From an optimization exercise on the open Yosys and OpenROAD flow, aimed at small area, a short achievable clock period and few clock cycles per item; shortcuts taken in it are not production practice. For this run, only the layout was checked, not whether the RTL still works. No activity file was given, so power comes from the tool's default toggle rates.

**flow/config.mk**
```make
export PLATFORM = sky130hd
export DESIGN_NAME = flow_proportioned_pump_timer_unit
export DESIGN_NICKNAME = flow_proportioned_pump_timer_unit
export VERILOG_FILES = /design/flow/design.v
export SDC_FILE = /design/flow/constraint.sdc
export NUM_CORES = 4
export LEC_CHECK = 0
export CAP_MARGIN = 20
export CORE_MARGIN = 2
export CORE_UTILIZATION = 40
export PLACE_DENSITY = 0.6
export SLEW_MARGIN = 20
```
**flow/constraint.sdc**
```tcl
create_clock -name core_clock -period 8.0 [get_ports {i_clk}]
set_input_delay 1.6000 -clock core_clock [delete_from_list [all_inputs] [get_ports {i_clk}]]
set_output_delay 1.6000 -clock core_clock [all_outputs]
set_load 0.01 [all_outputs]
```
**flow/design.v**
```verilog
package fppt_pkg;
    localparam int FLOW_W  = 20;
    localparam int TIME_W  = 22;
    localparam int PHASE_W = TIME_W + 1;
    localparam int CYC_W   = 5;
    localparam int MINF_W  = 15;
    localparam int DIVD_W  = TIME_W + FLOW_W;
    localparam int PCT_W   = 27;
    localparam logic [0:0] REG_MAX_FLOW = 1'b0;
    localparam logic [0:0] REG_FLOW     = 1'b1;
    localparam logic [CYC_W-1:0] CYC_ONE    = 5'd1;
    localparam logic [CYC_W-1:0] CYC_FOUR   = 5'd4;
    localparam logic [CYC_W-1:0] CYC_FIFTEEN = 5'd15;
    localparam logic [CYC_W-1:0] CYC_THIRTY = 5'd30;
    localparam logic [PCT_W-1:0] PCT_FULL   = 27'd100;
    localparam logic [PCT_W-1:0] BAND_LOW   = 27'd5;
    localparam logic [PCT_W-1:0] BAND_MID   = 27'd10;
    localparam logic [PCT_W-1:0] BAND_HIGH  = 27'd25;
    localparam logic [PCT_W-1:0] BAND_TOP   = 27'd75;
    localparam logic [FLOW_W-1:0] MINUTES_PER_HOUR = 20'd60;
    typedef struct packed {
        logic              start;
        logic [DIVD_W-1:0] dividend;
        logic [FLOW_W-1:0] divisor;
    } t_div_req;
    typedef struct packed {
        logic              done;
        logic [DIVD_W-1:0] quotient;
    } t_div_rsp;
    typedef struct packed {
        logic [TIME_W-1:0] on_ms;
        logic [TIME_W-1:0] off_ms;
        logic [TIME_W-1:0] period_ms;
        logic [CYC_W-1:0]  cycles;
        logic [MINF_W-1:0] min_flow;
    } t_limits;
endpackage
module fppt_div (
    input  logic               i_clk,
    input  logic               i_rst_n,
    input  fppt_pkg::t_div_req i_req,
    output fppt_pkg::t_div_rsp o_rsp
);
    localparam int CNT_W = $clog2(fppt_pkg::DIVD_W);
    localparam logic [CNT_W-1:0] CNT_LAST = CNT_W'(fppt_pkg::DIVD_W - 1);
    logic                        r_busy;
    logic                        r_done;
    logic [CNT_W-1:0]            r_cnt;
    logic [fppt_pkg::DIVD_W-1:0] r_quo;
    logic [fppt_pkg::FLOW_W-1:0] r_rem;
    logic [fppt_pkg::FLOW_W-1:0] r_dvs;
    logic [fppt_pkg::FLOW_W:0]   w_rem_sh;
    logic [fppt_pkg::FLOW_W:0]   w_rem_sub;
    logic                        w_fit;
    assign w_rem_sh  = {r_rem, r_quo[fppt_pkg::DIVD_W-1]};
    assign w_fit     = (w_rem_sh >= {1'b0, r_dvs});
    assign w_rem_sub = w_rem_sh - {1'b0, r_dvs};
    always_ff @(posedge i_clk) begin
        if (!i_rst_n) begin
            r_busy <= 1'b0;
            r_done <= 1'b0;
            r_cnt  <= '0;
        end else begin
            r_done <= 1'b0;
            if (i_req.start) begin
                r_busy <= 1'b1;
                r_cnt  <= '0;
            end else if (r_busy) begin
                if (r_cnt == CNT_LAST) begin
                    r_busy <= 1'b0;
                    r_done <= 1'b1;
                end else begin
                    r_cnt <= r_cnt + 1'b1;
                end
            end
        end
    end
    always_ff @(posedge i_clk) begin
        if (i_req.start) begin
            r_quo <= i_req.dividend;
            r_rem <= '0;
            r_dvs <= i_req.divisor;
        end else if (r_busy) begin
            r_quo <= {r_quo[fppt_pkg::DIVD_W-2:0], w_fit};
            r_rem <= w_fit ? w_rem_sub[fppt_pkg::FLOW_W-1:0] : w_rem_sh[fppt_pkg::FLOW_W-1:0];
        end
    end
    assign o_rsp.done     = r_done;
    assign o_rsp.quotient = r_quo;
endmodule
module fppt_seq #(
    parameter int WINDOW_MS = 3600000
) (
    input  logic                        i_clk,
    input  logic                        i_rst_n,
    input  logic                        i_start,
    input  logic [fppt_pkg::FLOW_W-1:0] i_max_flow,
    input  logic [fppt_pkg::FLOW_W-1:0] i_flow,
    output logic                        o_busy,
    output fppt_pkg::t_limits           o_lim
);
    localparam logic [3:0] S_IDLE   = 4'd0;
    localparam logic [3:0] S_PREP   = 4'd1;
    localparam logic [3:0] S_BAND   = 4'd2;
    localparam logic [3:0] S_RUN_GO = 4'd3;
    localparam logic [3:0] S_RUN_WT = 4'd4;
    localparam logic [3:0] S_ON_GO  = 4'd5;
    localparam logic [3:0] S_ON_WT  = 4'd6;
    localparam logic [3:0] S_OFF_GO = 4'd7;
    localparam logic [3:0] S_OFF_WT = 4'd8;
    localparam logic [3:0] S_MIN_GO = 4'd9;
    localparam logic [3:0] S_MIN_WT = 4'd10;
    localparam logic [fppt_pkg::TIME_W-1:0] WINDOW = fppt_pkg::TIME_W'(WINDOW_MS);
    logic [3:0]                  r_state;
    logic [fppt_pkg::FLOW_W-1:0] r_fc;
    logic [fppt_pkg::DIVD_W-1:0] r_prod;
    logic [fppt_pkg::TIME_W-1:0] r_run;
    logic [fppt_pkg::TIME_W-1:0] r_on;
    logic [fppt_pkg::TIME_W-1:0] r_off;
    logic [fppt_pkg::TIME_W-1:0] r_period;
    logic [fppt_pkg::CYC_W-1:0]  r_n;
    logic [fppt_pkg::MINF_W-1:0] r_min;
    fppt_pkg::t_div_req          w_req;
    fppt_pkg::t_div_rsp          w_rsp;
    logic [fppt_pkg::PCT_W-1:0]  w_pct;
    logic [fppt_pkg::PCT_W-1:0]  w_mf;
    logic [fppt_pkg::CYC_W-1:0]  w_band;
    logic [fppt_pkg::TIME_W-1:0] w_q;
    logic [fppt_pkg::MINF_W-1:0] w_qmin;
    fppt_div u_div (
        .i_clk   (i_clk),
        .i_rst_n (i_rst_n),
        .i_req   (w_req),
        .o_rsp   (w_rsp)
    );
    assign w_pct  = fppt_pkg::PCT_W'(r_fc) * fppt_pkg::PCT_FULL;
    assign w_mf   = fppt_pkg::PCT_W'(i_max_flow);
    assign w_q    = w_rsp.quotient[fppt_pkg::TIME_W-1:0];
    assign w_qmin = w_rsp.quotient[fppt_pkg::MINF_W-1:0];
    always_comb begin
        if (r_fc == '0) begin
            w_band = fppt_pkg::CYC_ONE;
        end else if (w_pct <= w_mf * fppt_pkg::BAND_LOW) begin
            w_band = fppt_pkg::CYC_ONE;
        end else if (w_pct <= w_mf * fppt_pkg::BAND_MID) begin
            w_band = fppt_pkg::CYC_FOUR;
        end else if (w_pct <= w_mf * fppt_pkg::BAND_HIGH) begin
            w_band = fppt_pkg::CYC_FIFTEEN;
        end else if (w_pct <= w_mf * fppt_pkg::BAND_TOP) begin
            w_band = fppt_pkg::CYC_THIRTY;
        end else begin
            w_band = fppt_pkg::CYC_ONE;
        end
    end
    always_comb begin
        w_req.start    = 1'b0;
        w_req.dividend = '0;
        w_req.divisor  = '0;
        case (r_state)
            S_RUN_GO: begin
                w_req.start    = 1'b1;
                w_req.dividend = r_prod;
                w_req.divisor  = i_max_flow;
            end
            S_ON_GO: begin
                w_req.start    = 1'b1;
                w_req.dividend = fppt_pkg::DIVD_W'(r_run);
                w_req.divisor  = fppt_pkg::FLOW_W'(r_n);
            end
            S_OFF_GO: begin
                w_req.start    = 1'b1;
                w_req.dividend = fppt_pkg::DIVD_W'(WINDOW - r_run);
                w_req.divisor  = fppt_pkg::FLOW_W'(r_n);
            end
            S_MIN_GO: begin
                w_req.start    = 1'b1;
                w_req.dividend = fppt_pkg::DIVD_W'(i_max_flow);
                w_req.divisor  = fppt_pkg::MINUTES_PER_HOUR;
            end
            default: begin
                w_req.start = 1'b0;
            end
        endcase
    end
    always_ff @(posedge i_clk) begin
        if (!i_rst_n) begin
            r_state  <= S_PREP;
            r_on     <= '0;
            r_off    <= WINDOW;
            r_period <= WINDOW;
            r_n      <= fppt_pkg::CYC_ONE;
            r_min    <= '0;
        end else if (i_start) begin
            r_state <= S_PREP;
        end else begin
            case (r_state)
                S_IDLE: begin
                    r_state <= S_IDLE;
                end
                S_PREP: begin
                    r_state <= S_BAND;
                end
                S_BAND: begin
                    r_n     <= w_band;
                    r_state <= (i_max_flow == '0) ? S_ON_GO : S_RUN_GO;
                end
                S_RUN_GO: begin
                    r_state <= S_RUN_WT;
                end
                S_RUN_WT: begin
                    if (w_rsp.done) begin
                        r_state <= S_ON_GO;
                    end
                end
                S_ON_GO: begin
                    r_state <= S_ON_WT;
                end
                S_ON_WT: begin
                    if (w_rsp.done) begin
                        r_on    <= w_q;
                        r_state <= S_OFF_GO;
                    end
                end
                S_OFF_GO: begin
                    r_state <= S_OFF_WT;
                end
                S_OFF_WT: begin
                    if (w_rsp.done) begin
                        r_off    <= w_q;
                        r_period <= r_on + w_q;
                        r_state  <= S_MIN_GO;
                    end
                end
                S_MIN_GO: begin
                    r_state <= S_MIN_WT;
                end
                S_MIN_WT: begin
                    if (w_rsp.done) begin
                        r_min   <= (w_qmin == '0) ? '0 : w_qmin + 1'b1;
                        r_state <= S_IDLE;
                    end
                end
                default: begin
                    r_state <= S_PREP;
                end
            endcase
        end
    end
    always_ff @(posedge i_clk) begin
        if (r_state == S_PREP) begin
            r_fc <= (i_flow > i_max_flow) ? i_max_flow : i_flow;
        end
        if (r_state == S_BAND) begin
            r_prod <= fppt_pkg::DIVD_W'(WINDOW) * fppt_pkg::DIVD_W'(r_fc);
            r_run  <= '0;
        end
        if (r_state == S_RUN_WT && w_rsp.done) begin
            r_run <= w_q;
        end
    end
    assign o_busy          = (r_state != S_IDLE);
    assign o_lim.on_ms     = r_on;
    assign o_lim.off_ms    = r_off;
    assign o_lim.period_ms = r_period;
    assign o_lim.cycles    = r_n;
    assign o_lim.min_flow  = r_min;
endmodule
module flow_proportioned_pump_timer_unit #(
    parameter int WINDOW_MS = 3600000
) (
    input  logic                        i_clk,
    input  logic                        i_rst_n,
    input  logic                        i_tick_valid,
    output logic                        o_tick_ready,
    input  logic                        i_tick,
    output logic                        o_res_valid,
    input  logic                        i_res_ready,
    output logic                        o_pump_on,
    output logic [fppt_pkg::TIME_W-1:0] o_phase_ms,
    output logic [fppt_pkg::TIME_W-1:0] o_on_time_ms,
    output logic [fppt_pkg::TIME_W-1:0] o_off_time_ms,
    output logic [fppt_pkg::CYC_W-1:0]  o_cycles_per_hour,
    output logic [fppt_pkg::MINF_W-1:0] o_min_flow,
    input  logic                        i_cfg_we,
    input  logic [0:0]                  i_cfg_idx,
    input  logic [fppt_pkg::FLOW_W-1:0] i_cfg_wdata
);
    logic [fppt_pkg::FLOW_W-1:0]  r_max_flow;
    logic [fppt_pkg::FLOW_W-1:0]  r_flow;
    logic [fppt_pkg::PHASE_W-1:0] r_phase;
    logic                         r_pump;
    logic                         r_res_valid;
    logic                         r_out_pump;
    logic [fppt_pkg::TIME_W-1:0]  r_out_phase;
    logic [fppt_pkg::TIME_W-1:0]  r_out_on;
    logic [fppt_pkg::TIME_W-1:0]  r_out_off;
    logic [fppt_pkg::CYC_W-1:0]   r_out_cyc;
    logic [fppt_pkg::MINF_W-1:0]  r_out_min;
    logic                         n_pump;
    logic [fppt_pkg::PHASE_W-1:0] n_phase;
    logic                         w_busy;
    logic                         w_take;
    fppt_pkg::t_limits            w_lim;
    fppt_seq #(
        .WINDOW_MS (WINDOW_MS)
    ) u_seq (
        .i_clk      (i_clk),
        .i_rst_n    (i_rst_n),
        .i_start    (i_cfg_we),
        .i_max_flow (r_max_flow),
        .i_flow     (r_flow),
        .o_busy     (w_busy),
        .o_lim      (w_lim)
    );
    assign o_tick_ready = !w_busy && !i_cfg_we && (!r_res_valid || i_res_ready);
    assign w_take       = i_tick_valid && o_tick_ready;
    always_comb begin
        n_pump  = r_pump;
        n_phase = r_phase;
        if (i_tick) begin
            if (r_phase <= fppt_pkg::PHASE_W'(w_lim.on_ms)) begin
                n_pump  = 1'b1;
                n_phase = r_phase + 1'b1;
            end else if (r_phase <= fppt_pkg::PHASE_W'(w_lim.period_ms)) begin
                n_pump  = 1'b0;
                n_phase = r_phase + 1'b1;
            end else begin
                n_phase = '0;
            end
        end
    end
    always_ff @(posedge i_clk) begin
        if (!i_rst_n) begin
            r_max_flow  <= '0;
            r_flow      <= '0;
            r_phase     <= '0;
            r_pump      <= 1'b0;
            r_res_valid <= 1'b0;
        end else begin
            if (i_cfg_we) begin
                case (i_cfg_idx)
                    fppt_pkg::REG_MAX_FLOW: r_max_flow <= i_cfg_wdata;
                    fppt_pkg::REG_FLOW:     r_flow     <= i_cfg_wdata;
                    default:                r_flow     <= r_flow;
                endcase
                r_phase <= '0;
            end else if (w_take) begin
                r_phase <= n_phase;
                r_pump  <= n_pump;
            end
            if (w_take) begin
                r_res_valid <= 1'b1;
            end else if (i_res_ready) begin
                r_res_valid <= 1'b0;
            end
        end
    end
    always_ff @(posedge i_clk) begin
        if (w_take) begin
            r_out_pump  <= n_pump;
            r_out_phase <= r_phase[fppt_pkg::TIME_W-1:0];
            r_out_on    <= w_lim.on_ms;
            r_out_off   <= w_lim.off_ms;
            r_out_cyc   <= w_lim.cycles;
            r_out_min   <= w_lim.min_flow;
        end
    end
    assign o_res_valid       = r_res_valid;
    assign o_pump_on         = r_out_pump;
    assign o_phase_ms        = r_out_phase;
    assign o_on_time_ms      = r_out_on;
    assign o_off_time_ms     = r_out_off;
    assign o_cycles_per_hour = r_out_cyc;
    assign o_min_flow        = r_out_min;
endmodule
```
**flow/run.sh**
```bash
#!/bin/bash
# synth_recipe.tcl (not shown) runs the flow's synth.tcl, then flattens the netlist and writes it again
# the make line also repeats each setting of config.mk as NAME=value (left out here)
make -C /OpenROAD-flow-scripts/flow DESIGN_CONFIG=/design/flow/config.mk WORK_HOME=/design/flow/orfs CLKGATE_MAP_FILE= SYNTH_SCRIPT=/design/flow/synth_recipe.tcl finish
```
==> results.py <==
metrics = {
    "run_status": {
        "status": "complete, no violations",
    },
    "setup_path": {
        "start_kind": "flip-flop",
        "worst_path_max_delay_cell": "dfxtp_1",
        "max_stage_delay_ns": 0.72,
        "path_cells": "inv_1 -> ha_1 -> ha_1 -> inv_1 -> fa_1 -> inv_1 -> ha_1 -> a211o_1 -> nor3_1 -> o21ai_0 -> a311oi_1 -> o21ai_0 -> a31o_2 -> a21oi_1 -> xor2_1 -> ha_1 -> a21o_1 -> a21oi_1 -> o21ai_0 -> a2111oi_0 -> a21oi_1 -> nor4b_2 -> nor2_1 -> a32o_1",
        "cp_common_cell": "ha_1",
        "timing_worst_setup_path_type": "reg -> reg",
        "worstPathMaxFanout": 10,
        "arrival_ns": 7.29,
        "cp.required_ns": 8.48,
        "critPathCaptureType": "flip-flop",
    },
    "placement": {
        "place.gp.congestion": 0.921,
        "portBuffers": 115,
        "dp_hpwl_um": 72900,
        "dp.cells": 4743,
    },
    "clock_network": {
        "post_cts_resized": 0,
        "cts_sinks": 407,
        "tritoncts": "done",
        "insertion_delay_ns": 0.60,
        "cts_buffers": 46,
        "cts_root_buf": "clkbuf_16",
        "postCtsHoldBufs": 0,
        "htreeDepth": 2,
        "cts_buffer_depth": 3,
        "clk_pin_slew_ns": 0.06,
        "post_cts_buffers": 0,
    },
    "power_and_ir_drop": {
        "p_leak_nw": 17.2,
        "ir_drop_mv": 0.893,
        "p_per_area_nw_per_um2": 433,
    },
    "global_route": {
        "grt_pass1_wl_um": 147000,
        "grt_max_degree": 71,
        "overflow": 0,
        "grt_pass1_vias": 25700,
        "antenna_found_initial": 2,
        "grt_use_total": 0.210,
    },
    "synth": {
        "yosys-top-cells-area": "edfxtp_1 20%, ha_1 20%, fa_1 13%",
        "synth_ff_type": "edfxtp_1",
        "synthCells": 3543,
        "synth_seq_cells": 407,
        "synth_top_area_frac": 0.197,
        "syn_area_um2": 34400,
        "synth.net_count": 4326,
        "ys_async_sr_fraction": 0,
        "avgSynthCellArea_um2": 9.70,
        "synth_edf_count": 225,
        "yosysTopAreaCell": "edfxtp_1",
        "ys_seq_area_frac": 0.302,
        "ys_types": 91,
        "yosys_warnings": 3,
    },
    "final_layout": {
        "syn2layout_area_growth_pct": 12.0,
        "layout_common_cells": "540 x ha_1, 457 x inv_1, 344 x nand2_1",
        "final_common_cell": "ha_1",
        "final_cells": 4833,
        "finalNetCount": 4430,
        "drive_gt1_frac": 0.0440,
        "nFillCells": 8253,
    },
    "routing": {
        "totalWireLength_um": 92500,
        "wl_per_cell_um": 19.1,
        "ant_nets": 0,
        "drc": 0,
        "drt_iter0_drc": 1760,
        "dr.pass1.iters": 8,
        "num_vias": 26000,
        "via_per_inst": 5.38,
    },
    "floorplanning": {
        "core-area_um2": 85100,
        "start_util": 0.404,
        "io-pin-count": 116,
        "fp.dieW_um": 297,
        "dieArea_um2": 88300,
        "row_count": 107,
        "fp.dieH_um": 297,
    },
    "sta": {
        "slew_viol_final": 0,
        "finClkSkew_ns": 0.0429,
        "rsz0062_at_grt": "no",
        "slew-limit-headroom": 0.274,
        "final.min_clock_period_ns": 6.80,
        "setup_viol": 0,
        "tightestPinTransition_ns": 1.09,
        "setup_tns_ns": 0,
        "fmax_mhz": 147,
        "hold_viol_final": 0,
        "min_period_over_period": 0.851,
    },
    "worst_hold_path": {
        "min_path_type": "reg -> reg",
    },
    "job": {
        "cap_viol_max_count": 0,
    },
}
[per-layer routing]
layer | global-route usage | up-vias | wire [µm]
met5 | 0 | - | 11
met4 | 0.0565 | 2 | 2340
met3 | 0.0300 | 128 | 4880
met2 | 0.346 | 638 | 42500
met1 | 0.289 | 12600 | 42800
li1 | - | 12600 | -
[metrics by stage]
stage	worst slack [ns]	hold slack, ns	area [µm²]	power, mW	util
global route	0.804	0.412	38500	18.4	0.452
finish	1.20	0.401	38500	16.7	0.452
CTS	1.21	0.407	38500	16.8	0.452
global placement	1.34	0.411	36900	14.3	0.433
detailed placement	1.24	0.413	36900	14.4	0.433
floorplan	1.74	0.408	34400	12.1	-
[Yosys cell counts, types with 19 or more instances]
master,count
o21ai_0,108
fa_1,216
nand2_1,345
a211oi_1,30
nor3_1,81
nor2b_1,28
dfxtp_1,182
xnor2_1,109
a31oi_1,35
mux2_2,19
and3_1,24
and2_1,32
o21a_1,34
clkbuf_1,81
a222oi_1,20
xor2_1,74
o211ai_1,31
a21o_1,92
inv_1,457
nor2_1,166
a21oi_1,266
nand4_1,56
ha_1,540
edfxtp_1,225
nand2b_1,30
nand3_1,64
[critical path, delay by kind of cell (launching register included)]
kind | cells | cell delay [ns]
AO/OA/AOI/OAI | 12 | 2.82
XOR/XNOR | 1 | 0.18
flip-flops | 1 | 0.72
AND/OR/NAND/NOR | 3 | 0.89
adder cells (fa/ha/maj) | 5 | 1.73
buffers and inverters | 3 | 0.35
[area by class of cell]
cell class              instances  area (µm²)  share of cell area
repair buffers                148        1400              0.0363
multi-input cells            2584       22000               0.570
inverters                     460        1730              0.0449
diodes                          4        10.0            0.000260
clock buffers                  58        1200              0.0311
clock inverters                28         403              0.0105
well taps                    1144        1430              0.0372
flip-flops and latches        407       10400               0.270
[report_power, final]
group	internal [mW]	switching (mW)
sequential	2.90	0.196
clock	1.33	0.917
combinational	5.00	6.31
total	9.23	7.43
[cell families after synthesis]
group,synth area share
XOR/XNOR,0.0471
adder cells (fa/ha/maj),0.322
flip-flops,0.302
AND/OR/NAND/NOR,0.120
multiplexers,0.00797
buffers and inverters,0.0606
AO/OA/AOI/OAI,0.140
[final timing paths]
check	start	end	slack, ns	cells past startpoint
worst min-delay path	u_seq.r_min[13]	r_out_min[13]	0.40	0
worst max register to register	r_max_flow[6]	u_seq.r_n[4]	1.20	24
worst max-delay path	r_max_flow[6]	u_seq.r_n[4]	1.20	24
worst min register to register	u_seq.r_min[13]	r_out_min[13]	0.40	0
[registers in the layout, indices dropped and copies added (netlist names), 20 cells and up]
| register | count |
|---|---|
| u_seq.u_div.r_rem | 20 |
| r_phase | 23 |
| u_seq.r_prod | 35 |
| r_flow | 20 |
| u_seq.u_div.r_quo | 42 |
| r_out_off | 22 |
| r_max_flow | 20 |
| u_seq.r_fc | 20 |
| u_seq.r_run | 22 |
| u_seq.u_div.r_dvs | 20 |
| u_seq.r_on | 22 |
| r_out_phase | 22 |
| r_out_on | 22 |
| u_seq.r_period | 22 |
| u_seq.r_off | 22 |

## re-timing with driven ports
The flow's constraints put no driver on any port. The routed layout listed below was extracted and timed again, unchanged, in two steps. Step 1: set_driving_cell puts a clkbuf_16 on i_clk and a buf_2 on each other input, an assumption about the parent block. Step 2 adds t to the input delays and takes it off the output delays; t is the mean of the earliest and latest rising clock arrival at the registers after step 1. Input paths then give back, and output paths get back, about the clock's delay inside the block. Slacks: ideal ports / drivers / drivers and shift; pairs: ideal ports / drivers.
t (ns): 0.637
setup WS [ns]: 1.195 / 1.195 / 1.195
hold slack, ns: 0.401 / 0.401 / 0.401
worst slew at a driven data input, ns: 0.17
cell pins on the clock port's net: 1
After both steps this run still meets setup and hold. For this run, drivers alone change the setup slack by 0.000 ns; drivers and shift together by 0.000 ns.
